What follows belongs to an exercise in optimizing a design on an open flow for small area and a short achievable clock period; a production flow would make more cautious choices. RTL that was checked went through simulation tests only; none was proved equivalent to the original. The RTL of run 2 was laid out without a check of its function. No driver is modelled on the clock port, so clocking that relies on it looks cheaper here than on a real chip. Power and IR drop assume default switching activity.

## flow/design.v (module list and top-level ports; edited modules follow where they fit)
// module neuron_mac: 759 lines
// module nm_fa: 4 lines
// module nm_x2: 3 lines
// module nm_ha: 4 lines
// module nm_add4c: 21 lines
// module nm_add6c: 31 lines
// module nm_add7: 35 lines
// module nm_add16c: 101 lines
// module nm_wdec: 5 lines
module neuron_mac #(
    parameter int BITS       = 32,
    parameter int NUM_INPUTS = 3,
    parameter int W_BITS     = 16,
    parameter int B_BITS     = 32
) (
    input  logic                     clk,
    input  logic                     rst,
    input  logic                     start,
    input  logic                     in_valid,
    output logic                     in_ready,
    input  logic signed [BITS-1:0]   x_in,
    input  logic                     w_we,
    input  logic [7:0]               w_addr,
    input  logic signed [W_BITS-1:0] w_data,
    input  logic                     bias_we,
    input  logic signed [B_BITS-1:0] bias_data,
    output logic [BITS+24:0]         mult_sum_out,
    output logic [31:0]              counter,
    output logic                     out_valid
);
  // ...
==> flow/flow/run.sh <==
#!/bin/bash
# Own flow: the standard layout (standard.sh, with the standard synthesis unchanged), with
#  - every port still buffered by buffer_ports, with a plain buffer cell instead of the delay
#    buffer it picks by default;
#  - after CTS, flow/skew.tcl (POST_CTS_TCL hook) clocks the multiplier's launch registers from
#    buffers on the clock root, so their clock arrives earlier (skew for internal paths only).
# make's full output goes to make_finish.log; each ORFS step logs to orfs/logs/.
set -euo pipefail
MARGIN=7
TNS=10
BUFCELL=sky130_fd_sc_hd__buf_1
bash standard.sh SETUP_SLACK_MARGIN=$MARGIN TNS_END_PERCENT=$TNS \
  "BUFFER_PORTS_ARGS=-buffer_cell $BUFCELL" "POST_CTS_TCL=$PWD/flow/skew.tcl" \
  finish > make_finish.log 2>&1
==> flow/flow/skew.tcl <==
# POST_CTS hook: clock the registers that launch the multiplier stage (x_q, the Booth digit
# registers neg_q/one_q/two_q or their copies u_dig_*, act_q and first_q) from new clock
# buffers driven by the clock root buffer instead of the leaf buffers. Their clock then
# arrives earlier than the other registers' clocks. They launch only into the multiplier tree
# and the accumulator's start select (internal register-to-register paths), so this skew
# helps those paths; the input paths into them lose the same amount.
set block [ord::get_db_block]
set db [ord::get_db]
set root [$block findInst clkbuf_0_clk]
if { $root == "NULL" } { error "skew.tcl: no clock root buffer clkbuf_0_clk" }
set rnet [[$root findITerm X] getNet]
set master [$db findMaster sky130_fd_sc_hd__clkbuf_16]
set sinks {}
foreach inst [$block getInsts] {
  set name [$inst getName]
  if { [regexp {^(x_q|neg_q|one_q|two_q)\\?\[} $name] || [regexp {^(act_q|first_q|u_dig_)} $name] } {
    if { [$inst findITerm CLK] != "NULL" } { lappend sinks $inst }
  }
}
puts "skew.tcl: [llength $sinks] early-clocked registers"
# split the sinks into four groups by quadrant (median x, then median y), one buffer each
proc median { vals } {
  set s [lsort -integer $vals]
  return [lindex $s [expr {[llength $s] / 2}]]
}
set xs {}
foreach s $sinks { lappend xs [lindex [$s getLocation] 0] }
set mx [median $xs]
set halves [list {} {}]
foreach s $sinks {
  set h [expr {[lindex [$s getLocation] 0] < $mx ? 0 : 1}]
  lset halves $h [concat [lindex $halves $h] [list $s]]
}
set groups {}
foreach half $halves {
  if { [llength $half] == 0 } { continue }
  set ys {}
  foreach s $half { lappend ys [lindex [$s getLocation] 1] }
  set my [median $ys]
  set lo {}; set hi {}
  foreach s $half {
    if { [lindex [$s getLocation] 1] < $my } { lappend lo $s } else { lappend hi $s }
  }
  lappend groups $lo $hi
}
set k 0
foreach grp $groups {
  if { [llength $grp] == 0 } { continue }
  set sx 0; set sy 0
  foreach s $grp { set loc [$s getLocation]; incr sx [lindex $loc 0]; incr sy [lindex $loc 1] }
  set cx [expr {$sx / [llength $grp]}]; set cy [expr {$sy / [llength $grp]}]
  set buf [odb::dbInst_create $block $master "clkbuf_early_$k"]
  set net [odb::dbNet_create $block "clk_early_$k"]
  $net setSigType CLOCK
  [$buf findITerm A] connect $rnet
  [$buf findITerm X] connect $net
  $buf setLocation $cx $cy
  $buf setPlacementStatus PLACED
  foreach s $grp {
    set it [$s findITerm CLK]
    $it disconnect
    $it connect $net
  }
  incr k
}
set_placement_padding -global -left $::env(CELL_PAD_IN_SITES_DETAIL_PLACEMENT) -right $::env(CELL_PAD_IN_SITES_DETAIL_PLACEMENT)
detailed_placement
check_placement -verbose
estimate_parasitics -placement
report_clock_skew
report_worst_slack -max
==> flow/standard.sh <==
#!/bin/bash
# synth_recipe.tcl (not shown) runs the flow's synth.tcl, then flattens the netlist and writes it again
# the make line also repeats each setting of config.mk as NAME=value (left out here)
make -C /OpenROAD-flow-scripts/flow DESIGN_CONFIG=/design/flow/config.mk WORK_HOME=/design/flow/orfs CLKGATE_MAP_FILE= SYNTH_SCRIPT=/design/flow/synth_recipe.tcl "${@:-finish}"
==> flow/config.mk <==
export PLATFORM = sky130hd
export DESIGN_NAME = neuron_mac
export DESIGN_NICKNAME = neuron_mac
export VERILOG_FILES = /design/flow/design.v
export SDC_FILE = /design/flow/constraint.sdc
export NUM_CORES = 4
export LEC_CHECK = 0
export CAP_MARGIN = 20
export CORE_MARGIN = 2
export CORE_UTILIZATION = 45
export CTS_CLUSTER_DIAMETER = 100
export CTS_CLUSTER_SIZE = 30
export SLEW_MARGIN = 20
export SYNTH_HIERARCHICAL = 1
==> flow/constraint.sdc <==
create_clock -name core_clock -period 11.0 [get_ports {clk}]
set_input_delay 2.2000 -clock core_clock [delete_from_list [all_inputs] [get_ports {clk}]]
set_output_delay 2.2000 -clock core_clock [all_outputs]
set_load 0.01 [all_outputs]
==> metrics.yaml, run 1 <==
die:
  die_height_um: 223.3
  num_rows: 80
  dieWidth_um: 223.3
  io_pins: 185
min_path:
  min_from: "bias_q[6]"
  hold_end: "acc_s[6]"
  min_path_cells: 1
sta:
  setup_slack_ps: 6571
  worst_pin_slew_ps: 842.9
  slew_violations: 0
  fin_skew_ps: 251.2
power_and_ir_drop:
  p_seq_mw: 1.46
  cellLeakagePower_nw: 10.26
  p_switching_mw: 1.576
  p_clk_share_pct: 16.9
  power-top-group: "combinational cells"
  total_power_mw: 3.996
  seq_power_share_pct: 36.5
worst_setup_path:
  worstPathArrival_ps: 2230
  crit_start: "sum_p2[3]"
  cp-end-kind: "output pin"
  cp-endpoint: "mult_sum_out[56]"
  rr_startpoint: "x_q[20]"
  path_buf_inv: 3
  cp.depth: 8
  critical-path-top-delay-family: "compound AO/OA/AOI/OAI gates"
routing:
  routed-wl-met3_um: 4273
  wl_met1_um: 24920
final_layout:
  fin_area_sq_mm: 0.02354
  multi_input_area_share_pct: 63.08
  antenna_cells: 2
  ff_latch_area_sq_mm: 0.006041
yosys:
  yosys_warnings: 7
  avgSynthCellArea_sq_um: 11.29
clock_network:
  clk_latency_ps: 600
  cts_sinks: 259
global_routing:
  grtUsageMet3_pct: 4.004
  grt_pass1_vias: 16010
  met2_usage_pct: 39.31
status:
  status: "no timing/DRC/antenna violations"
placed_design:
  hpwl_um: 38720
  numPortBuffers: 154
==> module neuron_mac, before the edit <==
module neuron_mac #(
    parameter int BITS       = 32,
    parameter int NUM_INPUTS = 3,
    parameter int W_BITS     = 16,
    parameter int B_BITS     = 32
) (
    input  logic                     clk,
    input  logic                     rst,
    input  logic                     start,
    input  logic                     in_valid,
    output logic                     in_ready,
    input  logic signed [BITS-1:0]   x_in,
    input  logic                     w_we,
    input  logic [7:0]               w_addr,
    input  logic signed [W_BITS-1:0] w_data,
    input  logic                     bias_we,
    input  logic signed [B_BITS-1:0] bias_data,
    output logic [BITS+24:0]         mult_sum_out,
    output logic [31:0]              counter,
    output logic                     out_valid
);
    localparam int W = 49;
    localparam logic [1:0] IDLE = 2'd0, ACC = 2'd1, BIAS = 2'd2, DONE = 2'd3;
    logic [1:0]    state_q, state_d;
    logic [1:0]    cnt_q;
    logic [15:0]   w0_q, w1_q, w2_q;
    logic [31:0]   bias_q, bias_d;
    logic [W-1:0]  sum_q, init;
    logic [W-1:0]  acc_s;           
    logic [6:0]   acc_cb, cb_d;  
    logic [6:0]   ao_d;  
    logic [7:1]   cin;
    logic [W-1:0]  res;
    logic [7:1]   g2_d, sum_g2;
    logic [7:2]   p2_d, sum_p2;
    logic [W-1:0]  acc_d, tr_a, tr_b;
    logic [31:0]   x_q;
    logic [7:0]    neg_q, one_q, two_q;
    logic          act_q;
    logic          first_q;          
    logic [15:0]   wcur;
    logic [16:0]   wx;
    logic [7:0]    neg_d, one_d, two_d;
    logic          idle, go, take;
    logic [32:0]   pp0, pp1, pp2, pp3, pp4, pp5, pp6, pp7;
    assign idle      = state_q == IDLE;
    assign go        = idle & start;
    assign take      = (state_q == ACC) & in_valid;
    assign in_ready  = state_q == ACC;
    assign out_valid = state_q == DONE;
    assign counter   = {30'd0, cnt_q};
    always_comb begin
        state_d = state_q;
        case (state_q)
            IDLE:    if (start) state_d = ACC;
            ACC:     if (in_valid && cnt_q == 2'd2) state_d = BIAS;
            BIAS:    state_d = DONE;
            default: state_d = IDLE;
        endcase
    end
    always_ff @(posedge clk or posedge rst) begin
        if (rst) begin
            state_q <= IDLE;
            cnt_q   <= 2'd0;
        end else begin
            state_q <= state_d;
            if (go)        cnt_q <= 2'd0;
            else if (take) cnt_q <= cnt_q + 2'd1;
        end
    end
    logic       wsel_ok;
    logic [2:0] wen_lo, wen_hi;
    assign wsel_ok = idle & w_we & ~|w_addr[7:2];
    nm_wdec u_wdec_lo (.ok(wsel_ok), .a(w_addr[1:0]), .en(wen_lo));
    nm_wdec u_wdec_hi (.ok(wsel_ok), .a(w_addr[1:0]), .en(wen_hi));
    assign bias_d = (idle && bias_we) ? bias_data : bias_q;
    always_ff @(posedge clk or posedge rst) begin
        if (rst) begin
            bias_q <= '0;
            w0_q   <= '0;
            w1_q   <= '0;
            w2_q   <= '0;
        end else begin
            bias_q <= bias_d;
            for (int i = 0; i < 8; i++) begin
                if (wen_lo[0]) w0_q[i] <= w_data[i];
                if (wen_lo[1]) w1_q[i] <= w_data[i];
                if (wen_lo[2]) w2_q[i] <= w_data[i];
            end
            for (int i = 8; i < 16; i++) begin
                if (wen_hi[0]) w0_q[i] <= w_data[i];
                if (wen_hi[1]) w1_q[i] <= w_data[i];
                if (wen_hi[2]) w2_q[i] <= w_data[i];
            end
        end
    end
    assign wcur = cnt_q == 2'd0 ? w0_q : cnt_q == 2'd1 ? w1_q : w2_q;
    assign wx   = {wcur, 1'b0};
    always_comb begin
        for (int i = 0; i < 8; i++) begin
            neg_d[i] = take & wx[2*i+2] & ~(wx[2*i+1] & wx[2*i]);
            one_d[i] = take & (wx[2*i+1] ^ wx[2*i]);
            two_d[i] = take & ((wx[2*i+2] & ~wx[2*i+1] & ~wx[2*i]) | (~wx[2*i+2] & wx[2*i+1] & wx[2*i]));
        end
    end
    always_ff @(posedge clk) begin
        x_q   <= x_in;
        neg_q <= neg_d;
        one_q <= one_d;
        two_q <= two_d;
        act_q <= take;
        first_q <= go;
    end
    assign pp0 = {~(((one_q[0] | two_q[0]) & x_q[31]) ^ neg_q[0]) & act_q,
                   (({32{one_q[0]}} & x_q) | ({32{two_q[0]}} & {x_q[30:0], 1'b0})) ^ {32{neg_q[0]}}};
    assign pp1 = {~(((one_q[1] | two_q[1]) & x_q[31]) ^ neg_q[1]) & act_q,
                   (({32{one_q[1]}} & x_q) | ({32{two_q[1]}} & {x_q[30:0], 1'b0})) ^ {32{neg_q[1]}}};
    assign pp2 = {~(((one_q[2] | two_q[2]) & x_q[31]) ^ neg_q[2]) & act_q,
                   (({32{one_q[2]}} & x_q) | ({32{two_q[2]}} & {x_q[30:0], 1'b0})) ^ {32{neg_q[2]}}};
    assign pp3 = {~(((one_q[3] | two_q[3]) & x_q[31]) ^ neg_q[3]) & act_q,
                   (({32{one_q[3]}} & x_q) | ({32{two_q[3]}} & {x_q[30:0], 1'b0})) ^ {32{neg_q[3]}}};
    assign pp4 = {~(((one_q[4] | two_q[4]) & x_q[31]) ^ neg_q[4]) & act_q,
                   (({32{one_q[4]}} & x_q) | ({32{two_q[4]}} & {x_q[30:0], 1'b0})) ^ {32{neg_q[4]}}};
    assign pp5 = {~(((one_q[5] | two_q[5]) & x_q[31]) ^ neg_q[5]) & act_q,
                   (({32{one_q[5]}} & x_q) | ({32{two_q[5]}} & {x_q[30:0], 1'b0})) ^ {32{neg_q[5]}}};
    assign pp6 = {~(((one_q[6] | two_q[6]) & x_q[31]) ^ neg_q[6]) & act_q,
                   (({32{one_q[6]}} & x_q) | ({32{two_q[6]}} & {x_q[30:0], 1'b0})) ^ {32{neg_q[6]}}};
    assign pp7 = {~(((one_q[7] | two_q[7]) & x_q[31]) ^ neg_q[7]) & act_q,
                   (({32{one_q[7]}} & x_q) | ({32{two_q[7]}} & {x_q[30:0], 1'b0})) ^ {32{neg_q[7]}}};
    wire hs0, hc0;
    nm_ha u_ha0 (.a(acc_s[14]), .b(neg_q[7]), .s(hs0), .co(hc0));
    wire hs1, hc1;
    nm_ha u_ha1 (.a(acc_s[15]), .b(pp0[15]), .s(hs1), .co(hc1));
    wire fs0, fc0;
    nm_fa u_fa0 (.a(acc_cb[0]), .b(acc_s[16]), .c(pp0[16]), .s(fs0), .co(fc0));
    wire hs2, hc2;
    nm_ha u_ha2 (.a(acc_s[17]), .b(pp0[17]), .s(hs2), .co(hc2));
    wire hs3, hc3;
    nm_ha u_ha3 (.a(acc_s[18]), .b(pp0[18]), .s(hs3), .co(hc3));
    wire hs4, hc4;
    nm_ha u_ha4 (.a(acc_s[19]), .b(pp0[19]), .s(hs4), .co(hc4));
    wire fs1, fc1;
    nm_fa u_fa1 (.a(acc_cb[1]), .b(acc_s[20]), .c(pp0[20]), .s(fs1), .co(fc1));
    wire hs5, hc5;
    nm_ha u_ha5 (.a(acc_s[21]), .b(pp0[21]), .s(hs5), .co(hc5));
    wire hs6, hc6;
    nm_ha u_ha6 (.a(acc_s[22]), .b(pp0[22]), .s(hs6), .co(hc6));
    wire hs7, hc7;
    nm_ha u_ha7 (.a(acc_s[23]), .b(pp0[23]), .s(hs7), .co(hc7));
    wire fs2, fc2;
    nm_fa u_fa2 (.a(acc_cb[2]), .b(acc_s[24]), .c(pp0[24]), .s(fs2), .co(fc2));
    wire hs8, hc8;
    nm_ha u_ha8 (.a(acc_s[25]), .b(pp0[25]), .s(hs8), .co(hc8));
    wire hs9, hc9;
    nm_ha u_ha9 (.a(acc_s[26]), .b(pp0[26]), .s(hs9), .co(hc9));
    wire hs10, hc10;
    nm_ha u_ha10 (.a(acc_s[27]), .b(pp0[27]), .s(hs10), .co(hc10));
    wire fs3, fc3;
    nm_fa u_fa3 (.a(acc_cb[3]), .b(acc_s[28]), .c(pp0[28]), .s(fs3), .co(fc3));
    wire hs11, hc11;
    nm_ha u_ha11 (.a(acc_s[29]), .b(pp0[29]), .s(hs11), .co(hc11));
    wire hs12, hc12;
    nm_ha u_ha12 (.a(acc_s[30]), .b(pp0[30]), .s(hs12), .co(hc12));
    wire hs13, hc13;
    nm_ha u_ha13 (.a(acc_s[31]), .b(pp0[31]), .s(hs13), .co(hc13));
    wire fs4, fc4;
    nm_fa u_fa4 (.a(acc_cb[4]), .b(acc_s[32]), .c(pp0[32]), .s(fs4), .co(fc4));
    wire hs14, hc14;
    nm_ha u_ha14 (.a(acc_s[8]), .b(neg_q[4]), .s(hs14), .co(hc14));
    wire hs15, hc15;
    nm_ha u_ha15 (.a(acc_s[9]), .b(pp0[9]), .s(hs15), .co(hc15));
    wire fs5, fc5;
    nm_fa u_fa5 (.a(acc_s[10]), .b(neg_q[5]), .c(pp0[10]), .s(fs5), .co(fc5));
    wire hs16, hc16;
    nm_ha u_ha16 (.a(pp1[8]), .b(pp2[6]), .s(hs16), .co(hc16));
    wire fs6, fc6;
    nm_fa u_fa6 (.a(acc_s[11]), .b(pp0[11]), .c(pp1[9]), .s(fs6), .co(fc6));
    wire hs17, hc17;
    nm_ha u_ha17 (.a(pp2[7]), .b(pp3[5]), .s(hs17), .co(hc17));
    wire fs7, fc7;
    nm_fa u_fa7 (.a(acc_s[12]), .b(neg_q[6]), .c(pp0[12]), .s(fs7), .co(fc7));
    wire fs8, fc8;
    nm_fa u_fa8 (.a(pp1[10]), .b(pp2[8]), .c(pp3[6]), .s(fs8), .co(fc8));
    wire hs18, hc18;
    nm_ha u_ha18 (.a(pp4[4]), .b(pp5[2]), .s(hs18), .co(hc18));
    wire fs9, fc9;
    nm_fa u_fa9 (.a(acc_s[13]), .b(pp0[13]), .c(pp1[11]), .s(fs9), .co(fc9));
    wire fs10, fc10;
    nm_fa u_fa10 (.a(pp2[9]), .b(pp3[7]), .c(pp4[5]), .s(fs10), .co(fc10));
    wire hs19, hc19;
    nm_ha u_ha19 (.a(pp5[3]), .b(pp6[1]), .s(hs19), .co(hc19));
    wire fs11, fc11;
    nm_fa u_fa11 (.a(hs0), .b(pp0[14]), .c(pp1[12]), .s(fs11), .co(fc11));
    wire fs12, fc12;
    nm_fa u_fa12 (.a(pp2[10]), .b(pp3[8]), .c(pp4[6]), .s(fs12), .co(fc12));
    wire fs13, fc13;
    nm_fa u_fa13 (.a(pp5[4]), .b(pp6[2]), .c(pp7[0]), .s(fs13), .co(fc13));
    wire fs14, fc14;
    nm_fa u_fa14 (.a(hc0), .b(pp1[13]), .c(pp2[11]), .s(fs14), .co(fc14));
    wire fs15, fc15;
    nm_fa u_fa15 (.a(pp3[9]), .b(pp4[7]), .c(pp5[5]), .s(fs15), .co(fc15));
    wire fs16, fc16;
    nm_fa u_fa16 (.a(pp6[3]), .b(pp7[1]), .c(hs1), .s(fs16), .co(fc16));
    wire fs17, fc17;
    nm_fa u_fa17 (.a(pp1[14]), .b(pp2[12]), .c(pp3[10]), .s(fs17), .co(fc17));
    wire fs18, fc18;
    nm_fa u_fa18 (.a(pp4[8]), .b(pp5[6]), .c(pp6[4]), .s(fs18), .co(fc18));
    wire fs19, fc19;
    nm_fa u_fa19 (.a(pp7[2]), .b(hc1), .c(fs0), .s(fs19), .co(fc19));
    wire fs20, fc20;
    nm_fa u_fa20 (.a(pp1[15]), .b(pp2[13]), .c(pp3[11]), .s(fs20), .co(fc20));
    wire fs21, fc21;
    nm_fa u_fa21 (.a(pp4[9]), .b(pp5[7]), .c(pp6[5]), .s(fs21), .co(fc21));
    wire fs22, fc22;
    nm_fa u_fa22 (.a(pp7[3]), .b(hs2), .c(fc0), .s(fs22), .co(fc22));
    wire fs23, fc23;
    nm_fa u_fa23 (.a(pp1[16]), .b(pp2[14]), .c(pp3[12]), .s(fs23), .co(fc23));
    wire fs24, fc24;
    nm_fa u_fa24 (.a(pp4[10]), .b(pp5[8]), .c(pp6[6]), .s(fs24), .co(fc24));
    wire fs25, fc25;
    nm_fa u_fa25 (.a(pp7[4]), .b(hc2), .c(hs3), .s(fs25), .co(fc25));
    wire fs26, fc26;
    nm_fa u_fa26 (.a(pp1[17]), .b(pp2[15]), .c(pp3[13]), .s(fs26), .co(fc26));
    wire fs27, fc27;
    nm_fa u_fa27 (.a(pp4[11]), .b(pp5[9]), .c(pp6[7]), .s(fs27), .co(fc27));
    wire fs28, fc28;
    nm_fa u_fa28 (.a(pp7[5]), .b(hc3), .c(hs4), .s(fs28), .co(fc28));
    wire fs29, fc29;
    nm_fa u_fa29 (.a(pp1[18]), .b(pp2[16]), .c(pp3[14]), .s(fs29), .co(fc29));
    wire fs30, fc30;
    nm_fa u_fa30 (.a(pp4[12]), .b(pp5[10]), .c(pp6[8]), .s(fs30), .co(fc30));
    wire fs31, fc31;
    nm_fa u_fa31 (.a(pp7[6]), .b(hc4), .c(fs1), .s(fs31), .co(fc31));
    wire fs32, fc32;
    nm_fa u_fa32 (.a(pp1[19]), .b(pp2[17]), .c(pp3[15]), .s(fs32), .co(fc32));
    wire fs33, fc33;
    nm_fa u_fa33 (.a(pp4[13]), .b(pp5[11]), .c(pp6[9]), .s(fs33), .co(fc33));
    wire fs34, fc34;
    nm_fa u_fa34 (.a(pp7[7]), .b(hs5), .c(fc1), .s(fs34), .co(fc34));
    wire fs35, fc35;
    nm_fa u_fa35 (.a(pp1[20]), .b(pp2[18]), .c(pp3[16]), .s(fs35), .co(fc35));
    wire fs36, fc36;
    nm_fa u_fa36 (.a(pp4[14]), .b(pp5[12]), .c(pp6[10]), .s(fs36), .co(fc36));
    wire fs37, fc37;
    nm_fa u_fa37 (.a(pp7[8]), .b(hc5), .c(hs6), .s(fs37), .co(fc37));
    wire fs38, fc38;
    nm_fa u_fa38 (.a(pp1[21]), .b(pp2[19]), .c(pp3[17]), .s(fs38), .co(fc38));
    wire fs39, fc39;
    nm_fa u_fa39 (.a(pp4[15]), .b(pp5[13]), .c(pp6[11]), .s(fs39), .co(fc39));
    wire fs40, fc40;
    nm_fa u_fa40 (.a(pp7[9]), .b(hc6), .c(hs7), .s(fs40), .co(fc40));
    wire fs41, fc41;
    nm_fa u_fa41 (.a(pp1[22]), .b(pp2[20]), .c(pp3[18]), .s(fs41), .co(fc41));
    wire fs42, fc42;
    nm_fa u_fa42 (.a(pp4[16]), .b(pp5[14]), .c(pp6[12]), .s(fs42), .co(fc42));
    wire fs43, fc43;
    nm_fa u_fa43 (.a(pp7[10]), .b(hc7), .c(fs2), .s(fs43), .co(fc43));
    wire fs44, fc44;
    nm_fa u_fa44 (.a(pp1[23]), .b(pp2[21]), .c(pp3[19]), .s(fs44), .co(fc44));
    wire fs45, fc45;
    nm_fa u_fa45 (.a(pp4[17]), .b(pp5[15]), .c(pp6[13]), .s(fs45), .co(fc45));
    wire fs46, fc46;
    nm_fa u_fa46 (.a(pp7[11]), .b(hs8), .c(fc2), .s(fs46), .co(fc46));
    wire fs47, fc47;
    nm_fa u_fa47 (.a(pp1[24]), .b(pp2[22]), .c(pp3[20]), .s(fs47), .co(fc47));
    wire fs48, fc48;
    nm_fa u_fa48 (.a(pp4[18]), .b(pp5[16]), .c(pp6[14]), .s(fs48), .co(fc48));
    wire fs49, fc49;
    nm_fa u_fa49 (.a(pp7[12]), .b(hc8), .c(hs9), .s(fs49), .co(fc49));
    wire fs50, fc50;
    nm_fa u_fa50 (.a(pp1[25]), .b(pp2[23]), .c(pp3[21]), .s(fs50), .co(fc50));
    wire fs51, fc51;
    nm_fa u_fa51 (.a(pp4[19]), .b(pp5[17]), .c(pp6[15]), .s(fs51), .co(fc51));
    wire fs52, fc52;
    nm_fa u_fa52 (.a(pp7[13]), .b(hc9), .c(hs10), .s(fs52), .co(fc52));
    wire fs53, fc53;
    nm_fa u_fa53 (.a(pp1[26]), .b(pp2[24]), .c(pp3[22]), .s(fs53), .co(fc53));
    wire fs54, fc54;
    nm_fa u_fa54 (.a(pp4[20]), .b(pp5[18]), .c(pp6[16]), .s(fs54), .co(fc54));
    wire fs55, fc55;
    nm_fa u_fa55 (.a(pp7[14]), .b(hc10), .c(fs3), .s(fs55), .co(fc55));
    wire fs56, fc56;
    nm_fa u_fa56 (.a(pp1[27]), .b(pp2[25]), .c(pp3[23]), .s(fs56), .co(fc56));
    wire fs57, fc57;
    nm_fa u_fa57 (.a(pp4[21]), .b(pp5[19]), .c(pp6[17]), .s(fs57), .co(fc57));
    wire fs58, fc58;
    nm_fa u_fa58 (.a(pp7[15]), .b(hs11), .c(fc3), .s(fs58), .co(fc58));
    wire fs59, fc59;
    nm_fa u_fa59 (.a(pp1[28]), .b(pp2[26]), .c(pp3[24]), .s(fs59), .co(fc59));
    wire fs60, fc60;
    nm_fa u_fa60 (.a(pp4[22]), .b(pp5[20]), .c(pp6[18]), .s(fs60), .co(fc60));
    wire fs61, fc61;
    nm_fa u_fa61 (.a(pp7[16]), .b(hc11), .c(hs12), .s(fs61), .co(fc61));
    wire fs62, fc62;
    nm_fa u_fa62 (.a(pp1[29]), .b(pp2[27]), .c(pp3[25]), .s(fs62), .co(fc62));
    wire fs63, fc63;
    nm_fa u_fa63 (.a(pp4[23]), .b(pp5[21]), .c(pp6[19]), .s(fs63), .co(fc63));
    wire fs64, fc64;
    nm_fa u_fa64 (.a(pp7[17]), .b(hc12), .c(hs13), .s(fs64), .co(fc64));
    wire fs65, fc65;
    nm_fa u_fa65 (.a(pp1[30]), .b(pp2[28]), .c(pp3[26]), .s(fs65), .co(fc65));
    wire fs66, fc66;
    nm_fa u_fa66 (.a(pp4[24]), .b(pp5[22]), .c(pp6[20]), .s(fs66), .co(fc66));
    wire fs67, fc67;
    nm_fa u_fa67 (.a(pp7[18]), .b(hc13), .c(fs4), .s(fs67), .co(fc67));
    wire fs68, fc68;
    nm_fa u_fa68 (.a(acc_s[33]), .b(pp1[31]), .c(pp2[29]), .s(fs68), .co(fc68));
    wire fs69, fc69;
    nm_fa u_fa69 (.a(pp3[27]), .b(pp4[25]), .c(pp5[23]), .s(fs69), .co(fc69));
    wire fs70, fc70;
    nm_fa u_fa70 (.a(pp6[21]), .b(pp7[19]), .c(fc4), .s(fs70), .co(fc70));
    wire fs71, fc71;
    nm_fa u_fa71 (.a(acc_s[34]), .b(pp1[32]), .c(pp2[30]), .s(fs71), .co(fc71));
    wire fs72, fc72;
    nm_fa u_fa72 (.a(pp3[28]), .b(pp4[26]), .c(pp5[24]), .s(fs72), .co(fc72));
    wire hs20, hc20;
    nm_ha u_ha20 (.a(pp6[22]), .b(pp7[20]), .s(hs20), .co(hc20));
    wire fs73, fc73;
    nm_fa u_fa73 (.a(acc_s[35]), .b(pp2[31]), .c(pp3[29]), .s(fs73), .co(fc73));
    wire fs74, fc74;
    nm_fa u_fa74 (.a(pp4[27]), .b(pp5[25]), .c(pp6[23]), .s(fs74), .co(fc74));
    wire fs75, fc75;
    nm_fa u_fa75 (.a(acc_cb[5]), .b(acc_s[36]), .c(pp2[32]), .s(fs75), .co(fc75));
    wire fs76, fc76;
    nm_fa u_fa76 (.a(pp3[30]), .b(pp4[28]), .c(pp5[26]), .s(fs76), .co(fc76));
    wire fs77, fc77;
    nm_fa u_fa77 (.a(acc_s[37]), .b(pp3[31]), .c(pp4[29]), .s(fs77), .co(fc77));
    wire hs21, hc21;
    nm_ha u_ha21 (.a(acc_s[38]), .b(pp3[32]), .s(hs21), .co(hc21));
    wire hs22, hc22;
    nm_ha u_ha22 (.a(acc_s[4]), .b(neg_q[2]), .s(hs22), .co(hc22));
    wire hs23, hc23;
    nm_ha u_ha23 (.a(acc_s[5]), .b(pp0[5]), .s(hs23), .co(hc23));
    wire fs78, fc78;
    nm_fa u_fa78 (.a(acc_s[6]), .b(neg_q[3]), .c(pp0[6]), .s(fs78), .co(fc78));
    wire hs24, hc24;
    nm_ha u_ha24 (.a(pp1[4]), .b(pp2[2]), .s(hs24), .co(hc24));
    wire fs79, fc79;
    nm_fa u_fa79 (.a(acc_s[7]), .b(pp0[7]), .c(pp1[5]), .s(fs79), .co(fc79));
    wire hs25, hc25;
    nm_ha u_ha25 (.a(pp2[3]), .b(pp3[1]), .s(hs25), .co(hc25));
    wire fs80, fc80;
    nm_fa u_fa80 (.a(hs14), .b(pp0[8]), .c(pp1[6]), .s(fs80), .co(fc80));
    wire fs81, fc81;
    nm_fa u_fa81 (.a(pp2[4]), .b(pp3[2]), .c(pp4[0]), .s(fs81), .co(fc81));
    wire fs82, fc82;
    nm_fa u_fa82 (.a(hc14), .b(pp1[7]), .c(pp2[5]), .s(fs82), .co(fc82));
    wire fs83, fc83;
    nm_fa u_fa83 (.a(pp3[3]), .b(pp4[1]), .c(hs15), .s(fs83), .co(fc83));
    wire fs84, fc84;
    nm_fa u_fa84 (.a(pp3[4]), .b(pp4[2]), .c(pp5[0]), .s(fs84), .co(fc84));
    wire fs85, fc85;
    nm_fa u_fa85 (.a(hc15), .b(hs16), .c(fs5), .s(fs85), .co(fc85));
    wire fs86, fc86;
    nm_fa u_fa86 (.a(pp4[3]), .b(pp5[1]), .c(hc16), .s(fs86), .co(fc86));
    wire fs87, fc87;
    nm_fa u_fa87 (.a(hs17), .b(fc5), .c(fs6), .s(fs87), .co(fc87));
    wire fs88, fc88;
    nm_fa u_fa88 (.a(pp6[0]), .b(hc17), .c(hs18), .s(fs88), .co(fc88));
    wire fs89, fc89;
    nm_fa u_fa89 (.a(fc6), .b(fs7), .c(fs8), .s(fs89), .co(fc89));
    wire fs90, fc90;
    nm_fa u_fa90 (.a(hc18), .b(hs19), .c(fc7), .s(fs90), .co(fc90));
    wire fs91, fc91;
    nm_fa u_fa91 (.a(fc8), .b(fs10), .c(fs9), .s(fs91), .co(fc91));
    wire fs92, fc92;
    nm_fa u_fa92 (.a(hc19), .b(fc10), .c(fc9), .s(fs92), .co(fc92));
    wire fs93, fc93;
    nm_fa u_fa93 (.a(fs11), .b(fs12), .c(fs13), .s(fs93), .co(fc93));
    wire fs94, fc94;
    nm_fa u_fa94 (.a(fc11), .b(fc12), .c(fc13), .s(fs94), .co(fc94));
    wire fs95, fc95;
    nm_fa u_fa95 (.a(fs14), .b(fs15), .c(fs16), .s(fs95), .co(fc95));
    wire fs96, fc96;
    nm_fa u_fa96 (.a(fc14), .b(fc15), .c(fs17), .s(fs96), .co(fc96));
    wire fs97, fc97;
    nm_fa u_fa97 (.a(fs18), .b(fc16), .c(fs19), .s(fs97), .co(fc97));
    wire fs98, fc98;
    nm_fa u_fa98 (.a(fc17), .b(fc18), .c(fs20), .s(fs98), .co(fc98));
    wire fs99, fc99;
    nm_fa u_fa99 (.a(fs21), .b(fc19), .c(fs22), .s(fs99), .co(fc99));
    wire fs100, fc100;
    nm_fa u_fa100 (.a(fc20), .b(fc21), .c(fs23), .s(fs100), .co(fc100));
    wire fs101, fc101;
    nm_fa u_fa101 (.a(fs24), .b(fs25), .c(fc22), .s(fs101), .co(fc101));
    wire fs102, fc102;
    nm_fa u_fa102 (.a(fc23), .b(fc24), .c(fs26), .s(fs102), .co(fc102));
    wire fs103, fc103;
    nm_fa u_fa103 (.a(fs27), .b(fc25), .c(fs28), .s(fs103), .co(fc103));
    wire fs104, fc104;
    nm_fa u_fa104 (.a(fc26), .b(fc27), .c(fs29), .s(fs104), .co(fc104));
    wire fs105, fc105;
    nm_fa u_fa105 (.a(fs30), .b(fc28), .c(fs31), .s(fs105), .co(fc105));
    wire fs106, fc106;
    nm_fa u_fa106 (.a(fc29), .b(fc30), .c(fs32), .s(fs106), .co(fc106));
    wire fs107, fc107;
    nm_fa u_fa107 (.a(fs33), .b(fc31), .c(fs34), .s(fs107), .co(fc107));
    wire fs108, fc108;
    nm_fa u_fa108 (.a(fc32), .b(fc33), .c(fs35), .s(fs108), .co(fc108));
    wire fs109, fc109;
    nm_fa u_fa109 (.a(fs36), .b(fs37), .c(fc34), .s(fs109), .co(fc109));
    wire fs110, fc110;
    nm_fa u_fa110 (.a(fc35), .b(fc36), .c(fs38), .s(fs110), .co(fc110));
    wire fs111, fc111;
    nm_fa u_fa111 (.a(fs39), .b(fc37), .c(fs40), .s(fs111), .co(fc111));
    wire fs112, fc112;
    nm_fa u_fa112 (.a(fc38), .b(fc39), .c(fs41), .s(fs112), .co(fc112));
    wire fs113, fc113;
    nm_fa u_fa113 (.a(fs42), .b(fc40), .c(fs43), .s(fs113), .co(fc113));
    wire fs114, fc114;
    nm_fa u_fa114 (.a(fc41), .b(fc42), .c(fs44), .s(fs114), .co(fc114));
    wire fs115, fc115;
    nm_fa u_fa115 (.a(fs45), .b(fc43), .c(fs46), .s(fs115), .co(fc115));
    wire fs116, fc116;
    nm_fa u_fa116 (.a(fc44), .b(fc45), .c(fs47), .s(fs116), .co(fc116));
    wire fs117, fc117;
    nm_fa u_fa117 (.a(fs48), .b(fs49), .c(fc46), .s(fs117), .co(fc117));
    wire fs118, fc118;
    nm_fa u_fa118 (.a(fc47), .b(fc48), .c(fs50), .s(fs118), .co(fc118));
    wire fs119, fc119;
    nm_fa u_fa119 (.a(fs51), .b(fc49), .c(fs52), .s(fs119), .co(fc119));
    wire fs120, fc120;
    nm_fa u_fa120 (.a(fc50), .b(fc51), .c(fs53), .s(fs120), .co(fc120));
    wire fs121, fc121;
    nm_fa u_fa121 (.a(fs54), .b(fc52), .c(fs55), .s(fs121), .co(fc121));
    wire fs122, fc122;
    nm_fa u_fa122 (.a(fc53), .b(fc54), .c(fs56), .s(fs122), .co(fc122));
    wire fs123, fc123;
    nm_fa u_fa123 (.a(fs57), .b(fc55), .c(fs58), .s(fs123), .co(fc123));
    wire fs124, fc124;
    nm_fa u_fa124 (.a(fc56), .b(fc57), .c(fs59), .s(fs124), .co(fc124));
    wire fs125, fc125;
    nm_fa u_fa125 (.a(fs60), .b(fs61), .c(fc58), .s(fs125), .co(fc125));
    wire fs126, fc126;
    nm_fa u_fa126 (.a(fc59), .b(fc60), .c(fs62), .s(fs126), .co(fc126));
    wire fs127, fc127;
    nm_fa u_fa127 (.a(fs63), .b(fc61), .c(fs64), .s(fs127), .co(fc127));
    wire fs128, fc128;
    nm_fa u_fa128 (.a(fc62), .b(fc63), .c(fs65), .s(fs128), .co(fc128));
    wire fs129, fc129;
    nm_fa u_fa129 (.a(fs66), .b(fc64), .c(fs67), .s(fs129), .co(fc129));
    wire fs130, fc130;
    nm_fa u_fa130 (.a(fc65), .b(fc66), .c(fs68), .s(fs130), .co(fc130));
    wire fs131, fc131;
    nm_fa u_fa131 (.a(fs69), .b(fc67), .c(fs70), .s(fs131), .co(fc131));
    wire fs132, fc132;
    nm_fa u_fa132 (.a(hs20), .b(fc68), .c(fc69), .s(fs132), .co(fc132));
    wire fs133, fc133;
    nm_fa u_fa133 (.a(fs71), .b(fs72), .c(fc70), .s(fs133), .co(fc133));
    wire fs134, fc134;
    nm_fa u_fa134 (.a(pp7[21]), .b(hc20), .c(fc71), .s(fs134), .co(fc134));
    wire fs135, fc135;
    nm_fa u_fa135 (.a(fc72), .b(fs73), .c(fs74), .s(fs135), .co(fc135));
    wire fs136, fc136;
    nm_fa u_fa136 (.a(pp6[24]), .b(pp7[22]), .c(fc73), .s(fs136), .co(fc136));
    wire fs137, fc137;
    nm_fa u_fa137 (.a(fc74), .b(fs75), .c(fs76), .s(fs137), .co(fc137));
    wire fs138, fc138;
    nm_fa u_fa138 (.a(pp5[27]), .b(pp6[25]), .c(pp7[23]), .s(fs138), .co(fc138));
    wire fs139, fc139;
    nm_fa u_fa139 (.a(fc75), .b(fc76), .c(fs77), .s(fs139), .co(fc139));
    wire fs140, fc140;
    nm_fa u_fa140 (.a(pp4[30]), .b(pp5[28]), .c(pp6[26]), .s(fs140), .co(fc140));
    wire fs141, fc141;
    nm_fa u_fa141 (.a(pp7[24]), .b(hs21), .c(fc77), .s(fs141), .co(fc141));
    wire fs142, fc142;
    nm_fa u_fa142 (.a(acc_s[39]), .b(pp4[31]), .c(pp5[29]), .s(fs142), .co(fc142));
    wire fs143, fc143;
    nm_fa u_fa143 (.a(pp6[27]), .b(pp7[25]), .c(hc21), .s(fs143), .co(fc143));
    wire fs144, fc144;
    nm_fa u_fa144 (.a(acc_s[40]), .b(pp4[32]), .c(pp5[30]), .s(fs144), .co(fc144));
    wire hs26, hc26;
    nm_ha u_ha26 (.a(pp6[28]), .b(pp7[26]), .s(hs26), .co(hc26));
    wire fs145, fc145;
    nm_fa u_fa145 (.a(acc_s[41]), .b(pp5[31]), .c(pp6[29]), .s(fs145), .co(fc145));
    wire fs146, fc146;
    nm_fa u_fa146 (.a(acc_cb[6]), .b(acc_s[42]), .c(pp5[32]), .s(fs146), .co(fc146));
    wire hs27, hc27;
    nm_ha u_ha27 (.a(acc_s[2]), .b(neg_q[1]), .s(hs27), .co(hc27));
    wire hs28, hc28;
    nm_ha u_ha28 (.a(acc_s[3]), .b(pp0[3]), .s(hs28), .co(hc28));
    wire fs147, fc147;
    nm_fa u_fa147 (.a(hs22), .b(pp0[4]), .c(pp1[2]), .s(fs147), .co(fc147));
    wire fs148, fc148;
    nm_fa u_fa148 (.a(hc22), .b(pp1[3]), .c(pp2[1]), .s(fs148), .co(fc148));
    wire fs149, fc149;
    nm_fa u_fa149 (.a(pp3[0]), .b(hc23), .c(hs24), .s(fs149), .co(fc149));
    wire fs150, fc150;
    nm_fa u_fa150 (.a(hc24), .b(hs25), .c(fc78), .s(fs150), .co(fc150));
    wire fs151, fc151;
    nm_fa u_fa151 (.a(hc25), .b(fc79), .c(fs80), .s(fs151), .co(fc151));
    wire fs152, fc152;
    nm_fa u_fa152 (.a(fc80), .b(fc81), .c(fs82), .s(fs152), .co(fc152));
    wire fs153, fc153;
    nm_fa u_fa153 (.a(fc82), .b(fs84), .c(fc83), .s(fs153), .co(fc153));
    wire fs154, fc154;
    nm_fa u_fa154 (.a(fc84), .b(fs86), .c(fc85), .s(fs154), .co(fc154));
    wire fs155, fc155;
    nm_fa u_fa155 (.a(fc86), .b(fs88), .c(fc87), .s(fs155), .co(fc155));
    wire fs156, fc156;
    nm_fa u_fa156 (.a(fc88), .b(fc89), .c(fs90), .s(fs156), .co(fc156));
    wire fs157, fc157;
    nm_fa u_fa157 (.a(fc90), .b(fc91), .c(fs92), .s(fs157), .co(fc157));
    wire fs158, fc158;
    nm_fa u_fa158 (.a(fc92), .b(fc93), .c(fs94), .s(fs158), .co(fc158));
    wire fs159, fc159;
    nm_fa u_fa159 (.a(fc94), .b(fs96), .c(fc95), .s(fs159), .co(fc159));
    wire fs160, fc160;
    nm_fa u_fa160 (.a(fc96), .b(fs98), .c(fc97), .s(fs160), .co(fc160));
    wire fs161, fc161;
    nm_fa u_fa161 (.a(fc98), .b(fs100), .c(fs101), .s(fs161), .co(fc161));
    wire fs162, fc162;
    nm_fa u_fa162 (.a(fc100), .b(fs102), .c(fc101), .s(fs162), .co(fc162));
    wire fs163, fc163;
    nm_fa u_fa163 (.a(fc102), .b(fs104), .c(fc103), .s(fs163), .co(fc163));
    wire fs164, fc164;
    nm_fa u_fa164 (.a(fc104), .b(fs106), .c(fc105), .s(fs164), .co(fc164));
    wire fs165, fc165;
    nm_fa u_fa165 (.a(fc106), .b(fs108), .c(fs109), .s(fs165), .co(fc165));
    wire fs166, fc166;
    nm_fa u_fa166 (.a(fc108), .b(fs110), .c(fc109), .s(fs166), .co(fc166));
    wire fs167, fc167;
    nm_fa u_fa167 (.a(fc110), .b(fs112), .c(fc111), .s(fs167), .co(fc167));
    wire fs168, fc168;
    nm_fa u_fa168 (.a(fc112), .b(fs114), .c(fc113), .s(fs168), .co(fc168));
    wire fs169, fc169;
    nm_fa u_fa169 (.a(fc114), .b(fs116), .c(fs117), .s(fs169), .co(fc169));
    wire fs170, fc170;
    nm_fa u_fa170 (.a(fc116), .b(fs118), .c(fc117), .s(fs170), .co(fc170));
    wire fs171, fc171;
    nm_fa u_fa171 (.a(fc118), .b(fs120), .c(fc119), .s(fs171), .co(fc171));
    wire fs172, fc172;
    nm_fa u_fa172 (.a(fc120), .b(fs122), .c(fc121), .s(fs172), .co(fc172));
    wire fs173, fc173;
    nm_fa u_fa173 (.a(fc122), .b(fs124), .c(fs125), .s(fs173), .co(fc173));
    wire fs174, fc174;
    nm_fa u_fa174 (.a(fc124), .b(fs126), .c(fc125), .s(fs174), .co(fc174));
    wire fs175, fc175;
    nm_fa u_fa175 (.a(fc126), .b(fs128), .c(fc127), .s(fs175), .co(fc175));
    wire fs176, fc176;
    nm_fa u_fa176 (.a(fc128), .b(fs130), .c(fc129), .s(fs176), .co(fc176));
    wire fs177, fc177;
    nm_fa u_fa177 (.a(fc130), .b(fs132), .c(fs133), .s(fs177), .co(fc177));
    wire fs178, fc178;
    nm_fa u_fa178 (.a(fc132), .b(fs134), .c(fs135), .s(fs178), .co(fc178));
    wire fs179, fc179;
    nm_fa u_fa179 (.a(fc134), .b(fc135), .c(fs136), .s(fs179), .co(fc179));
    wire fs180, fc180;
    nm_fa u_fa180 (.a(fs138), .b(fc136), .c(fc137), .s(fs180), .co(fc180));
    wire fs181, fc181;
    nm_fa u_fa181 (.a(fc138), .b(fs140), .c(fc139), .s(fs181), .co(fc181));
    wire fs182, fc182;
    nm_fa u_fa182 (.a(fc140), .b(fs142), .c(fs143), .s(fs182), .co(fc182));
    wire fs183, fc183;
    nm_fa u_fa183 (.a(hs26), .b(fc142), .c(fs144), .s(fs183), .co(fc183));
    wire fs184, fc184;
    nm_fa u_fa184 (.a(pp7[27]), .b(hc26), .c(fc144), .s(fs184), .co(fc184));
    wire fs185, fc185;
    nm_fa u_fa185 (.a(pp6[30]), .b(pp7[28]), .c(fc145), .s(fs185), .co(fc185));
    wire fs186, fc186;
    nm_fa u_fa186 (.a(acc_s[43]), .b(pp6[31]), .c(pp7[29]), .s(fs186), .co(fc186));
    wire hs29, hc29;
    nm_ha u_ha29 (.a(acc_s[44]), .b(pp6[32]), .s(hs29), .co(hc29));
    wire hs30, hc30;
    nm_ha u_ha30 (.a(acc_s[0]), .b(neg_q[0]), .s(hs30), .co(hc30));
    wire hs31, hc31;
    nm_ha u_ha31 (.a(acc_s[1]), .b(pp0[1]), .s(hs31), .co(hc31));
    wire fs187, fc187;
    nm_fa u_fa187 (.a(hs27), .b(pp0[2]), .c(pp1[0]), .s(fs187), .co(fc187));
    wire fs188, fc188;
    nm_fa u_fa188 (.a(hc27), .b(pp1[1]), .c(hs28), .s(fs188), .co(fc188));
    wire fs189, fc189;
    nm_fa u_fa189 (.a(pp2[0]), .b(hc28), .c(fs147), .s(fs189), .co(fc189));
    wire fs190, fc190;
    nm_fa u_fa190 (.a(hs23), .b(fc147), .c(fs148), .s(fs190), .co(fc190));
    wire fs191, fc191;
    nm_fa u_fa191 (.a(fc148), .b(fs78), .c(fs149), .s(fs191), .co(fc191));
    wire fs192, fc192;
    nm_fa u_fa192 (.a(fs79), .b(fc149), .c(fs150), .s(fs192), .co(fc192));
    wire fs193, fc193;
    nm_fa u_fa193 (.a(fs81), .b(fc150), .c(fs151), .s(fs193), .co(fc193));
    wire fs194, fc194;
    nm_fa u_fa194 (.a(fs83), .b(fc151), .c(fs152), .s(fs194), .co(fc194));
    wire fs195, fc195;
    nm_fa u_fa195 (.a(fc152), .b(fs85), .c(fs153), .s(fs195), .co(fc195));
    wire fs196, fc196;
    nm_fa u_fa196 (.a(fs87), .b(fc153), .c(fs154), .s(fs196), .co(fc196));
    wire fs197, fc197;
    nm_fa u_fa197 (.a(fs89), .b(fc154), .c(fs155), .s(fs197), .co(fc197));
    wire fs198, fc198;
    nm_fa u_fa198 (.a(fs91), .b(fc155), .c(fs156), .s(fs198), .co(fc198));
    wire fs199, fc199;
    nm_fa u_fa199 (.a(fs93), .b(fc156), .c(fs157), .s(fs199), .co(fc199));
    wire fs200, fc200;
    nm_fa u_fa200 (.a(fs95), .b(fc157), .c(fs158), .s(fs200), .co(fc200));
    wire fs201, fc201;
    nm_fa u_fa201 (.a(fc158), .b(fs97), .c(fs159), .s(fs201), .co(fc201));
    wire fs202, fc202;
    nm_fa u_fa202 (.a(fs99), .b(fc159), .c(fs160), .s(fs202), .co(fc202));
    wire fs203, fc203;
    nm_fa u_fa203 (.a(fc99), .b(fs161), .c(fc160), .s(fs203), .co(fc203));
    wire fs204, fc204;
    nm_fa u_fa204 (.a(fs103), .b(fc161), .c(fs162), .s(fs204), .co(fc204));
    wire fs205, fc205;
    nm_fa u_fa205 (.a(fs105), .b(fc162), .c(fs163), .s(fs205), .co(fc205));
    wire fs206, fc206;
    nm_fa u_fa206 (.a(fs107), .b(fc163), .c(fs164), .s(fs206), .co(fc206));
    wire fs207, fc207;
    nm_fa u_fa207 (.a(fc107), .b(fs165), .c(fc164), .s(fs207), .co(fc207));
    wire fs208, fc208;
    nm_fa u_fa208 (.a(fs111), .b(fc165), .c(fs166), .s(fs208), .co(fc208));
    wire fs209, fc209;
    nm_fa u_fa209 (.a(fs113), .b(fc166), .c(fs167), .s(fs209), .co(fc209));
    wire fs210, fc210;
    nm_fa u_fa210 (.a(fs115), .b(fc167), .c(fs168), .s(fs210), .co(fc210));
    wire fs211, fc211;
    nm_fa u_fa211 (.a(fc115), .b(fs169), .c(fc168), .s(fs211), .co(fc211));
    wire fs212, fc212;
    nm_fa u_fa212 (.a(fs119), .b(fc169), .c(fs170), .s(fs212), .co(fc212));
    wire fs213, fc213;
    nm_fa u_fa213 (.a(fs121), .b(fc170), .c(fs171), .s(fs213), .co(fc213));
    wire fs214, fc214;
    nm_fa u_fa214 (.a(fs123), .b(fc171), .c(fs172), .s(fs214), .co(fc214));
    wire fs215, fc215;
    nm_fa u_fa215 (.a(fc123), .b(fs173), .c(fc172), .s(fs215), .co(fc215));
    wire fs216, fc216;
    nm_fa u_fa216 (.a(fs127), .b(fc173), .c(fs174), .s(fs216), .co(fc216));
    wire fs217, fc217;
    nm_fa u_fa217 (.a(fs129), .b(fc174), .c(fs175), .s(fs217), .co(fc217));
    wire fs218, fc218;
    nm_fa u_fa218 (.a(fs131), .b(fc175), .c(fs176), .s(fs218), .co(fc218));
    wire fs219, fc219;
    nm_fa u_fa219 (.a(fc131), .b(fs177), .c(fc176), .s(fs219), .co(fc219));
    wire fs220, fc220;
    nm_fa u_fa220 (.a(fc133), .b(fs178), .c(fc177), .s(fs220), .co(fc220));
    wire fs221, fc221;
    nm_fa u_fa221 (.a(fs137), .b(fc178), .c(fs179), .s(fs221), .co(fc221));
    wire fs222, fc222;
    nm_fa u_fa222 (.a(fs139), .b(fc179), .c(fs180), .s(fs222), .co(fc222));
    wire fs223, fc223;
    nm_fa u_fa223 (.a(fs141), .b(fc180), .c(fs181), .s(fs223), .co(fc223));
    wire fs224, fc224;
    nm_fa u_fa224 (.a(fc141), .b(fs182), .c(fc181), .s(fs224), .co(fc224));
    wire fs225, fc225;
    nm_fa u_fa225 (.a(fc143), .b(fs183), .c(fc182), .s(fs225), .co(fc225));
    wire fs226, fc226;
    nm_fa u_fa226 (.a(fs145), .b(fc183), .c(fs184), .s(fs226), .co(fc226));
    wire fs227, fc227;
    nm_fa u_fa227 (.a(fs146), .b(fc184), .c(fs185), .s(fs227), .co(fc227));
    wire fs228, fc228;
    nm_fa u_fa228 (.a(fc146), .b(fs186), .c(fc185), .s(fs228), .co(fc228));
    wire fs229, fc229;
    nm_fa u_fa229 (.a(pp7[30]), .b(hs29), .c(fc186), .s(fs229), .co(fc229));
    wire fs230, fc230;
    nm_fa u_fa230 (.a(acc_s[45]), .b(pp7[31]), .c(hc29), .s(fs230), .co(fc230));
    wire hs32, hc32;
    nm_ha u_ha32 (.a(acc_s[46]), .b(pp7[32]), .s(hs32), .co(hc32));
    assign tr_a = {acc_s[48], acc_s[47], hs32, fs230, fs229, fs228, fc226, fs226, fs225, fc223, fc222, fc221, fs221, fs220, fc218, fc217, fc216, fs216, fc214, fc213, fc212, fs212, fc210, fc209, fc208, fs208, fc206, fc205, fc204, fs204, fc202, fc201, fc200, fc199, fc198, fc197, fc196, fc195, fc194, fc193, fc192, fc191, fc190, fc189, fc188, fc187, hc31, hc30, hs30};
    assign tr_b = {1'b0, hc32, fc230, fc229, fc228, fc227, fs227, fc225, fc224, fs224, fs223, fs222, fc220, fc219, fs219, fs218, fs217, fc215, fs215, fs214, fs213, fc211, fs211, fs210, fs209, fc207, fs207, fs206, fs205, fc203, fs203, fs202, fs201, fs200, fs199, fs198, fs197, fs196, fs195, fs194, fs193, fs192, fs191, fs190, fs189, fs188, fs187, hs31, pp0[0]};
    assign init = {1'b1, 1'b0, 1'b0, 1'b0, 1'b0, 1'b0, 1'b0, 1'b0, 1'b0, 1'b0, 1'b0, 1'b0, 1'b0, 1'b0, 1'b0, 1'b0, ~bias_q[31], bias_q};
    always_ff @(posedge clk) begin
        if (first_q) begin
            acc_s  <= init;
            acc_cb <= '0;
        end else begin
            acc_s  <= acc_d;
            acc_cb <= cb_d;
        end
    end
    nm_add16c u_add0 (.a(tr_a[15:0]), .b(tr_b[15:0]), .s(acc_d[15:0]), .co(cb_d[0]), .ao(ao_d[0]));
    nm_add4c u_add1 (.a(tr_a[19:16]), .b(tr_b[19:16]), .s(acc_d[19:16]), .co(cb_d[1]), .ao(ao_d[1]));
    nm_add4c u_add2 (.a(tr_a[23:20]), .b(tr_b[23:20]), .s(acc_d[23:20]), .co(cb_d[2]), .ao(ao_d[2]));
    nm_add4c u_add3 (.a(tr_a[27:24]), .b(tr_b[27:24]), .s(acc_d[27:24]), .co(cb_d[3]), .ao(ao_d[3]));
    nm_add4c u_add4 (.a(tr_a[31:28]), .b(tr_b[31:28]), .s(acc_d[31:28]), .co(cb_d[4]), .ao(ao_d[4]));
    nm_add4c u_add5 (.a(tr_a[35:32]), .b(tr_b[35:32]), .s(acc_d[35:32]), .co(cb_d[5]), .ao(ao_d[5]));
    nm_add6c u_add6 (.a(tr_a[41:36]), .b(tr_b[41:36]), .s(acc_d[41:36]), .co(cb_d[6]), .ao(ao_d[6]));
    nm_add7 u_add7 (.a(tr_a[48:42]), .b(tr_b[48:42]), .s(acc_d[48:42]));
    always_ff @(posedge clk or posedge rst) begin
        if (rst) begin
            sum_q  <= '0;
            sum_g2 <= '0;
            sum_p2 <= '0;
        end else if (state_q == BIAS) begin
            sum_q  <= acc_d;
            sum_g2 <= g2_d;
            sum_p2 <= p2_d;
        end
    end
    assign g2_d[1] = cb_d[0];
    assign g2_d[2] = cb_d[1] | (ao_d[1] & cb_d[0]);
    assign p2_d[2] = ao_d[1] & ao_d[0];
    assign g2_d[3] = cb_d[2] | (ao_d[2] & cb_d[1]);
    assign p2_d[3] = ao_d[2] & ao_d[1];
    assign g2_d[4] = cb_d[3] | (ao_d[3] & cb_d[2]);
    assign p2_d[4] = ao_d[3] & ao_d[2];
    assign g2_d[5] = cb_d[4] | (ao_d[4] & cb_d[3]);
    assign p2_d[5] = ao_d[4] & ao_d[3];
    assign g2_d[6] = cb_d[5] | (ao_d[5] & cb_d[4]);
    assign p2_d[6] = ao_d[5] & ao_d[4];
    assign g2_d[7] = cb_d[6] | (ao_d[6] & cb_d[5]);
    assign p2_d[7] = ao_d[6] & ao_d[5];
    assign cin[1] = (sum_g2[1]);
    assign cin[2] = (sum_g2[2]);
    assign cin[3] = (sum_g2[3]) | (sum_g2[1] & sum_p2[3]);
    assign cin[4] = (sum_g2[4]) | (sum_g2[2] & sum_p2[4]);
    assign cin[5] = (sum_g2[5]) | (sum_g2[3] & sum_p2[5]) | (sum_g2[1] & sum_p2[5] & sum_p2[3]);
    assign cin[6] = (sum_g2[6]) | (sum_g2[4] & sum_p2[6]) | (sum_g2[2] & sum_p2[6] & sum_p2[4]);
    assign cin[7] = (sum_g2[7]) | (sum_g2[5] & sum_p2[7]) | (sum_g2[3] & sum_p2[7] & sum_p2[5]) | (sum_g2[1] & sum_p2[7] & sum_p2[5] & sum_p2[3]);
    assign res[0] = sum_q[0];
    assign res[1] = sum_q[1];
    assign res[2] = sum_q[2];
    assign res[3] = sum_q[3];
    assign res[4] = sum_q[4];
    assign res[5] = sum_q[5];
    assign res[6] = sum_q[6];
    assign res[7] = sum_q[7];
    assign res[8] = sum_q[8];
    assign res[9] = sum_q[9];
    assign res[10] = sum_q[10];
    assign res[11] = sum_q[11];
    assign res[12] = sum_q[12];
    assign res[13] = sum_q[13];
    assign res[14] = sum_q[14];
    assign res[15] = sum_q[15];
    nm_x2 u_r16 (.a(sum_q[16]), .b(cin[1]), .y(res[16]));
    nm_x2 u_r17 (.a(sum_q[17]), .b(cin[1] & (&sum_q[16:16])), .y(res[17]));
    nm_x2 u_r18 (.a(sum_q[18]), .b(cin[1] & (&sum_q[17:16])), .y(res[18]));
    nm_x2 u_r19 (.a(sum_q[19]), .b(cin[1] & (&sum_q[18:16])), .y(res[19]));
    nm_x2 u_r20 (.a(sum_q[20]), .b(cin[2]), .y(res[20]));
    nm_x2 u_r21 (.a(sum_q[21]), .b(cin[2] & (&sum_q[20:20])), .y(res[21]));
    nm_x2 u_r22 (.a(sum_q[22]), .b(cin[2] & (&sum_q[21:20])), .y(res[22]));
    nm_x2 u_r23 (.a(sum_q[23]), .b(cin[2] & (&sum_q[22:20])), .y(res[23]));
    nm_x2 u_r24 (.a(sum_q[24]), .b(cin[3]), .y(res[24]));
    nm_x2 u_r25 (.a(sum_q[25]), .b(cin[3] & (&sum_q[24:24])), .y(res[25]));
    nm_x2 u_r26 (.a(sum_q[26]), .b(cin[3] & (&sum_q[25:24])), .y(res[26]));
    nm_x2 u_r27 (.a(sum_q[27]), .b(cin[3] & (&sum_q[26:24])), .y(res[27]));
    nm_x2 u_r28 (.a(sum_q[28]), .b(cin[4]), .y(res[28]));
    nm_x2 u_r29 (.a(sum_q[29]), .b(cin[4] & (&sum_q[28:28])), .y(res[29]));
    nm_x2 u_r30 (.a(sum_q[30]), .b(cin[4] & (&sum_q[29:28])), .y(res[30]));
    nm_x2 u_r31 (.a(sum_q[31]), .b(cin[4] & (&sum_q[30:28])), .y(res[31]));
    nm_x2 u_r32 (.a(sum_q[32]), .b(cin[5]), .y(res[32]));
    nm_x2 u_r33 (.a(sum_q[33]), .b(cin[5] & (&sum_q[32:32])), .y(res[33]));
    nm_x2 u_r34 (.a(sum_q[34]), .b(cin[5] & (&sum_q[33:32])), .y(res[34]));
    nm_x2 u_r35 (.a(sum_q[35]), .b(cin[5] & (&sum_q[34:32])), .y(res[35]));
    nm_x2 u_r36 (.a(sum_q[36]), .b(cin[6]), .y(res[36]));
    nm_x2 u_r37 (.a(sum_q[37]), .b(cin[6] & (&sum_q[36:36])), .y(res[37]));
    nm_x2 u_r38 (.a(sum_q[38]), .b(cin[6] & (&sum_q[37:36])), .y(res[38]));
    nm_x2 u_r39 (.a(sum_q[39]), .b(cin[6] & (&sum_q[38:36])), .y(res[39]));
    nm_x2 u_r40 (.a(sum_q[40]), .b(cin[6] & (&sum_q[39:36])), .y(res[40]));
    nm_x2 u_r41 (.a(sum_q[41]), .b(cin[6] & (&sum_q[40:36])), .y(res[41]));
    nm_x2 u_r42 (.a(sum_q[42]), .b(cin[7]), .y(res[42]));
    nm_x2 u_r43 (.a(sum_q[43]), .b(cin[7] & (&sum_q[42:42])), .y(res[43]));
    nm_x2 u_r44 (.a(sum_q[44]), .b(cin[7] & (&sum_q[43:42])), .y(res[44]));
    nm_x2 u_r45 (.a(sum_q[45]), .b(cin[7] & (&sum_q[44:42])), .y(res[45]));
    nm_x2 u_r46 (.a(sum_q[46]), .b(cin[7] & (&sum_q[45:42])), .y(res[46]));
    nm_x2 u_r47 (.a(sum_q[47]), .b(cin[7] & (&sum_q[46:42])), .y(res[47]));
    nm_x2 u_r48 (.a(sum_q[48]), .b(cin[7] & (&sum_q[47:42])), .y(res[48]));
    assign mult_sum_out = {{(57-W){res[W-1]}}, res};
endmodule
==> run 2: changes to the inputs <==
--- a/flow/design.v
+++ b/flow/design.v
@@ -33,6 +33,7 @@
     logic [W-1:0]  res;
     logic [7:1]   g2_d, sum_g2;
     logic [7:2]   p2_d, sum_p2;
+    logic [2:0]    sgn;             
     logic [W-1:0]  acc_d, tr_a, tr_b;
     logic [31:0]   x_q;
     logic [7:0]    neg_q, one_q, two_q;
@@ -754,8 +755,11 @@
     nm_x2 u_r45 (.a(sum_q[45]), .b(cin[7] & (&sum_q[44:42])), .y(res[45]));
     nm_x2 u_r46 (.a(sum_q[46]), .b(cin[7] & (&sum_q[45:42])), .y(res[46]));
     nm_x2 u_r47 (.a(sum_q[47]), .b(cin[7] & (&sum_q[46:42])), .y(res[47]));
-    nm_x2 u_r48 (.a(sum_q[48]), .b(cin[7] & (&sum_q[47:42])), .y(res[48]));
-    assign mult_sum_out = {{(57-W){res[W-1]}}, res};
+    nm_x2 u_r48_0 (.a(sum_q[48]), .b(cin[7] & (&sum_q[47:42])), .y(sgn[0]));
+    nm_x2 u_r48_1 (.a(sum_q[48]), .b(cin[7] & (&sum_q[47:42])), .y(sgn[1]));
+    nm_x2 u_r48_2 (.a(sum_q[48]), .b(cin[7] & (&sum_q[47:42])), .y(sgn[2]));
+    assign res[48] = sgn[0];
+    assign mult_sum_out = {{3{sgn[2]}}, {3{sgn[1]}}, {2{sgn[0]}}, res};
 endmodule
 module nm_fa (input logic a, input logic b, input logic c, output logic s, output logic co);
     assign s  = a ^ b ^ c;
==> metrics.yaml, run 2 <==
yosys:
  syn_area_sq_mm: 0.02164
  avgSynthCellArea_sq_um: 11.29  # about the same
  yosys_warnings: 7  # unchanged
  synthesis.instances: 1916
min_path:
  hp-class: "flip-flop to flip-flop"
  hold_end: "acc_s[9]"
  min_from: "bias_q[9]"
  min_path_cells: 1  # unchanged
worst_setup_path:
  r2r_end: "acc_s[19]"
  critical_path.cell_chain: "a21o_4 -> a21o_4 -> and2_1 -> and3_1 -> xor2_1 -> buf_2"
  critPathSlowestCell: "dfrtp_2"
  worstPathRequired_ps: 8800
  max_stage_delay_ps: 460
  path_buf_inv: 1  # -2
  critical-path-top-delay-family: "compound AO/OA/AOI/OAI gates"
  cp-start-kind: "flip-flop"
  crit_path_max_fanout: 4
  r2r_setup_slack_ps: 6760
  worstPathArrival_ps: 2200  # -30 ps
  cp-end-kind: "output pin"
  rr_startpoint: "one_q[0]"
  r2r_cells: 13
  path_class: "flip-flop to output pin"
  crit_top_cell: "a21o_4"
die:
  initial_core_util_pct: 45.41
  coreArea_sq_mm: 0.04765
  die_height_um: 223.3  # about the same
  io_pins: 185  # unchanged
  dieArea_sq_mm: 0.04985
  num_rows: 80  # unchanged
  dieWidth_um: 223.3  # about the same
routing:
  vias_per_cell: 5.852
  finalWirelength_um: 60930
  drc: 0
  drt-initial-drc-count: 1441
  routed-wl-met3_um: 5033  # +18%
  routedWlPerCell_um: 23.72
  drt_pass1_iterations: 7
  top_layer_used: "met5"
  route.met2.wl_um: 29130
  wl_met1_um: 24500  # -1.7%
  drtAntennaViolNets: 0
  num_vias: 15030
sta:
  fin_tns_setup_ps: 0
  fmax_ghz: 0.2271
  worst_pin_slew_ps: 1064  # +220.8 ps
  finalHoldViolations: 0
  slew_violations: 0  # unchanged
  fin_crit_sh_pct: 40.02
  min_period_ps: 4403
  rsz0062_at_grt: "true"
  setup_viol: 0
  relSlewSlack_pct: 29.08
  fin_skew_ps: 260.2  # +9.020 ps
global_routing:
  grt_pass1_vias: 16310  # +1.8%
  grt_max_degree: 79
  antenna_found_initial: 1
  grt_pass1_wl_um: 96190
  grt-ovfl-total: 0
  grtUsageTotal_pct: 25.16
clock_network:
  cts_tree: "built"
  cts.clk_slew.worst_paths_ps: 100
  clk_latency_ps: 600  # about the same
  cts_sinks: 259  # unchanged
final_layout:
  fin_cells: 2569
  fin_area_sq_mm: 0.02403  # +2.1%
  mostFrequentLayoutCells: "252 x xnor2_1, 242 x a22oi_1, 217 x fa_1"
  final_common_cell: "xnor2_1"
  syn_to_final_growth_pct: 11.07
  nets: 2368
  antenna_cells: 0  # -2
  reg_top3: "acc_s: 49 flops, sum_q: 49 flops"
  drive_above_1_share_pct: 20.68
  fin_util_pct: 50.44
placed_design:
  placed_area_sq_mm: 0.02222
  numPortBuffers: 154  # unchanged
  dp.cells: 2496
  globalplace.congestion: 0.8184
  hpwl_um: 38700  # about the same
power_and_ir_drop:
  p_per_area_mw_per_mm2: 169.4
  cellLeakagePower_nw: 10.44  # +1.7%
  vdd_ir_drop_max_mv: 0.1526
run:
  cap_violations: 0
status:
  status: "no timing/DRC/antenna violations"
## run 2: cell types whose count changed in the layout (fill, tap and decap cells not counted), sizes merged
cell / change
bufbuf: +8
buf: +2
clkbuf: +2
diode: -2
xor2: +2
inv: +1
## run 2: where the power goes
group | internal (mW) | switching [mW]
sequential | 1.23 | 0.235
clock | 0.319 | 0.407
combinational | 0.911 | 0.971
## run 2: worst max path at each step
stage / cells after the start / start / to / slack (ps)
global placement: 12 / neg_q[2] / sum_q[41] / 6220
global route: 7 / sum_g2[1] / mult_sum_out[54] / 6500
finish: 6 / sum_g2[2] / mult_sum_out[39] / 6600
floorplan: 14 / one_q[0] / sum_q[27] / 6720
detailed placement: 12 / neg_q[2] / sum_q[41] / 6200
## run 2: layout make-up, clock buffers not listed
cell class	instances	area (sq um)
well taps	615	769.5
clock inverters	7	102.6
repair buffers	220	1584
inverters	23	90.09
plain buffers	4	100.1
multi-input cells	1424	14990
flip-flops and latches	259	6038
fillers	4345	23610
## run 2: through the flow
step / setup WS, ps / hold slack (ps) / total power [mW]
floorplan: 6716 / 433.4 / 2.859
global placement: 6223 / 480.2 / 3.242
detailed placement: 6201 / 485.5 / 3.281
global route: 6501 / 507.6 / 4.395
finish: 6597 / 498.7 / 4.072
## run 2: worst register-to-register path, stage by stage, from the launching register on
cell and delay, ps:
dfxtp_4 380, buf_12 160, a22oi_2 230, xnor2_2 160
fa_1 460, fa_1 460, fa_1 410, fa_1 480
fa_1 540, ha_4 220, a21o_1 220, a21o_1 190
xor2_1 170, mux2_2 280
## run 2: routing by layer
| metal | vias up | global-route usage [%] |
|---|---|---|
| li1 | 6559 | - |
| met3 | 157 | 5.834 |
| met4 | 2 | 9.462 |
| met5 | - | 0 |
| met2 | 688 | 41.49 |
| met1 | 7627 | 32.30 |

-- re-timing with driven ports --
How much do the figures lean on ideal ports? The routed layouts below were timed once more, with nothing changed but the port constraints. Step 1: set_driving_cell puts a clkbuf_16 on clk and a buf_2 on each other input, an assumption about the parent block. Step 2 adds t to the input delays and takes it off the output delays; t is the mean of the earliest and latest rising clock arrival at the registers after step 1. Input paths then give back, and output paths get back, about the clock's delay inside the block. a / b / c = no drivers / after step 1 / after step 2; a / b = the first two.
run | shift t [ns] | slack for setup (ns) | worst setup path after step 2
run 1 | 0.532 | 6.571 / 6.513 / 6.432 | input to register
run 2 | 0.535 | 6.597 / 6.537 / 6.427 | input to register
After both steps every run listed still meets setup and hold. For run 2, which loses most, drivers alone change the setup slack by -0.060 ns; drivers and shift together by -0.170 ns.
